Context: an optimization exercise on an open-source flow, tuned for small area. The choices shown serve that exercise and are no tape-out recipe.
Function was checked by simulation only, so behaviour that the tests miss may differ from the original.
Power is estimated from default activity; no workload was simulated.

// signal_meter_top
module signal_meter_top (
    input  logic        clk,
    input  logic        rst_n,
    input  logic        measure_en,
    input  logic        sample_valid,
    input  logic [7:0]  sample_data,
    output logic [15:0] freq_out,
    output logic [15:0] amplitude_out,
    output logic [15:0] duty_out,
    output logic        freq_is_khz,
    output logic        results_updated
);
Size: roughly 940 cells after synthesis, ~0.0081 mm2 of cells after synthesis.
==> flow/config.mk <==
export PLATFORM = sky130hd
export DESIGN_NAME = signal_meter_top
export DESIGN_NICKNAME = signal_meter_top
export VERILOG_FILES = /design/flow/design.v
export SDC_FILE = /design/flow/constraint.sdc
export NUM_CORES = 4
export LEC_CHECK = 0
export CAP_MARGIN = 0
export CORE_MARGIN = 2
export CORE_UTILIZATION = 40
export CTS_BUF_LIST = sky130_fd_sc_hd__clkbuf_8
export SLEW_MARGIN = 0
==> flow/constraint.sdc <==
create_clock -name core_clock -period 10.0 [get_ports {clk}]
set_input_delay 2.0000 -clock core_clock [delete_from_list [all_inputs] [get_ports {clk}]]
set_output_delay 2.0000 -clock core_clock [all_outputs]
set_load 0.01 [all_outputs]
standard.sh (not shown) runs the stock make flow with config.mk's settings and CLKGATE_MAP_FILE= SYNTH_SCRIPT=/design/flow/synth_recipe.tcl, a recipe that flattens the netlist after the stock synthesis.
==> flow/flow/run.sh <==
#!/bin/bash
# Own layout flow: the standard synthesis, then its combinational gates are
# re-mapped for area with Yosys/ABC (registers untouched: same instances, names
# and cells), proven equivalent, then the standard layout steps with the
# port buffers made of the smallest plain buffer cell and a clock tree
# without dummy loads, and a single tie cell for the constant outputs.
# Each tool's output goes to a log_*.txt file in the work folder.
set -euo pipefail
W=$(pwd)
R=$W/orfs/results/$FLOW_PLATFORM/signal_meter_top/base
YOSYS=$FLOW_HOME/../tools/install/yosys/bin/yosys
[ -x "$YOSYS" ] || YOSYS=yosys
LIB=$FLOW_HOME/platforms/$FLOW_PLATFORM/lib/sky130_fd_sc_hd__tt_025C_1v80.lib
DU=$(sed 's/^/-dont_use /' $W/flow/dont_use.txt | tr '\n' ' ')

# ports get the smallest plain buffer instead of a delay cell
export BUFFER_PORTS_ARGS="-buffer_cell sky130_fd_sc_hd__buf_1"
# one tie cell for all constant outputs
export SKIP_REPAIR_TIE_FANOUT=1
# clock tree of clkbuf_8 without dummy loads
export CTS_ARGS="-sink_clustering_enable -repair_clock_nets -buf_list sky130_fd_sc_hd__clkbuf_8 -dont_use_dummy_load"

bash standard.sh synth > $W/log_synth.txt 2>&1
cp $R/1_2_yosys.v $W/std_1_2_yosys.v

subst() {
  sed -e "s#@LIB@#$LIB#g" -e "s#@IN@#$W/std_1_2_yosys.v#g" -e "s#@OUT@#$W/reopt.v#g" \
      -e "s#@WORK@#$W#g" -e "s#@DU@#$DU#g" "$1" > "$2"
}
subst $W/flow/reopt.ys $W/reopt_run.ys
subst $W/flow/eqcheck.ys $W/eqcheck_run.ys

use_reopt=0
if $YOSYS -q -l $W/log_reopt.txt $W/reopt_run.ys > /dev/null 2>&1; then
  # the registers must be exactly the standard synthesis's
  regs() { grep -E '^\s*sky130_fd_sc_hd__(df|edf|sdf|sedf|dl)' "$1" | awk '{print $1, $2}' | sort; }
  if [ "$(regs $W/std_1_2_yosys.v)" == "$(regs $W/reopt.v)" ] && ! grep -qE '^\s*\\\$' $W/reopt.v; then
    if $YOSYS -q -l $W/log_eqcheck.txt $W/eqcheck_run.ys > /dev/null 2>&1; then
      use_reopt=1
    fi
  fi
fi
echo "use_reopt=$use_reopt" | tee $W/log_choice.txt

if [ $use_reopt = 1 ]; then
  cp $W/reopt.v $R/1_2_yosys.v
  rm -f $R/1_synth.odb $R/1_synth.sdc
fi
bash standard.sh > $W/log_layout.txt 2>&1
==> flow/flow/area.abc <==
strash
dc2
&get -n
&deepsyn -T 40 -o
&put
dch -f
amap
&get -n
&deepsyn -T 30 -o
&put
dch -f
amap
Other scripts of this flow, unchanged in this note and not shown: flow/flow/dont_use.txt, flow/flow/eqcheck.ys, flow/flow/reopt.ys
Edit:
--- a/flow/flow/run.sh
+++ b/flow/flow/run.sh
@@ -5,3 +5,3 @@
 # port buffers made of the smallest plain buffer cell and a clock tree
-# without dummy loads, and a single tie cell for the constant outputs.
+# without dummy loads.
 # Each tool's output goes to a log_*.txt file in the work folder.
@@ -17,4 +17,2 @@
 export BUFFER_PORTS_ARGS="-buffer_cell sky130_fd_sc_hd__buf_1"
-# one tie cell for all constant outputs
-export SKIP_REPAIR_TIE_FANOUT=1
 # clock tree of clkbuf_8 without dummy loads
==> flow/flow/area.abc (replaced) <==
strash
dc2
&get -n
&deepsyn -T 40
&put
dch -f
amap
--- a/flow/config.mk
+++ b/flow/config.mk
@@ -7,3 +7,3 @@
 export LEC_CHECK = 0
-export CAP_MARGIN = 0
+export CAP_MARGIN = 20
 export CORE_MARGIN = 2
@@ -11,2 +11,2 @@
 export CTS_BUF_LIST = sky130_fd_sc_hd__clkbuf_8
-export SLEW_MARGIN = 0
+export SLEW_MARGIN = 20
The changed run finished clean.
Setup slack is worse by 890 ps.
Synthesized area climbs by 0.83%.
Core utilization climbs by 0.51 points.
Power climbs by 4.0%.
Cell count climbs by 1.4%.
Final area climbs by 1.5%.
Edit:
--- a/flow/flow/run.sh
+++ b/flow/flow/run.sh
@@ -5,3 +5,3 @@
 # port buffers made of the smallest plain buffer cell and a clock tree
-# without dummy loads.
+# without dummy loads, and a single tie cell for the constant outputs.
 # Each tool's output goes to a log_*.txt file in the work folder.
@@ -17,2 +17,4 @@
 export BUFFER_PORTS_ARGS="-buffer_cell sky130_fd_sc_hd__buf_1"
+# one tie cell for all constant outputs
+export SKIP_REPAIR_TIE_FANOUT=1
 # clock tree of clkbuf_8 without dummy loads
==> flow/flow/area.abc (replaced) <==
strash
dc2
&get -n
&deepsyn -T 40 -o
&put
dch -f
amap
&get -n
&deepsyn -T 30 -o
&put
dch -f
amap
Effect:
- global-route usage falls by 0.30 points
- final area is lower slightly
- die area shrinks slightly

==> re-timing with driven ports <==
In the flow no input, the clock included, has a driving cell. The finished layouts below were timed again as built, in two steps. Step 1, drivers: a clkbuf_16 drives clk and a buf_2 each remaining input, both assumed. Step 2, shift: input delay + t, output delay - t, t = (earliest + latest rising clock arrival at the registers) / 2. This alone moves slack from input paths to output paths. Three values: ideal, step 1, step 2; two values: the first two.
run	t, ns	setup slack, ns	worst slew at a driven data input, ns
the first run	0.487	3.409 / 3.430 / 2.943	0.05
the second run	0.484	2.522 / 2.522 / 2.522	0.03
the third run	0.487	3.407 / 3.428 / 2.941	0.05
After both steps every run listed still meets setup and hold.
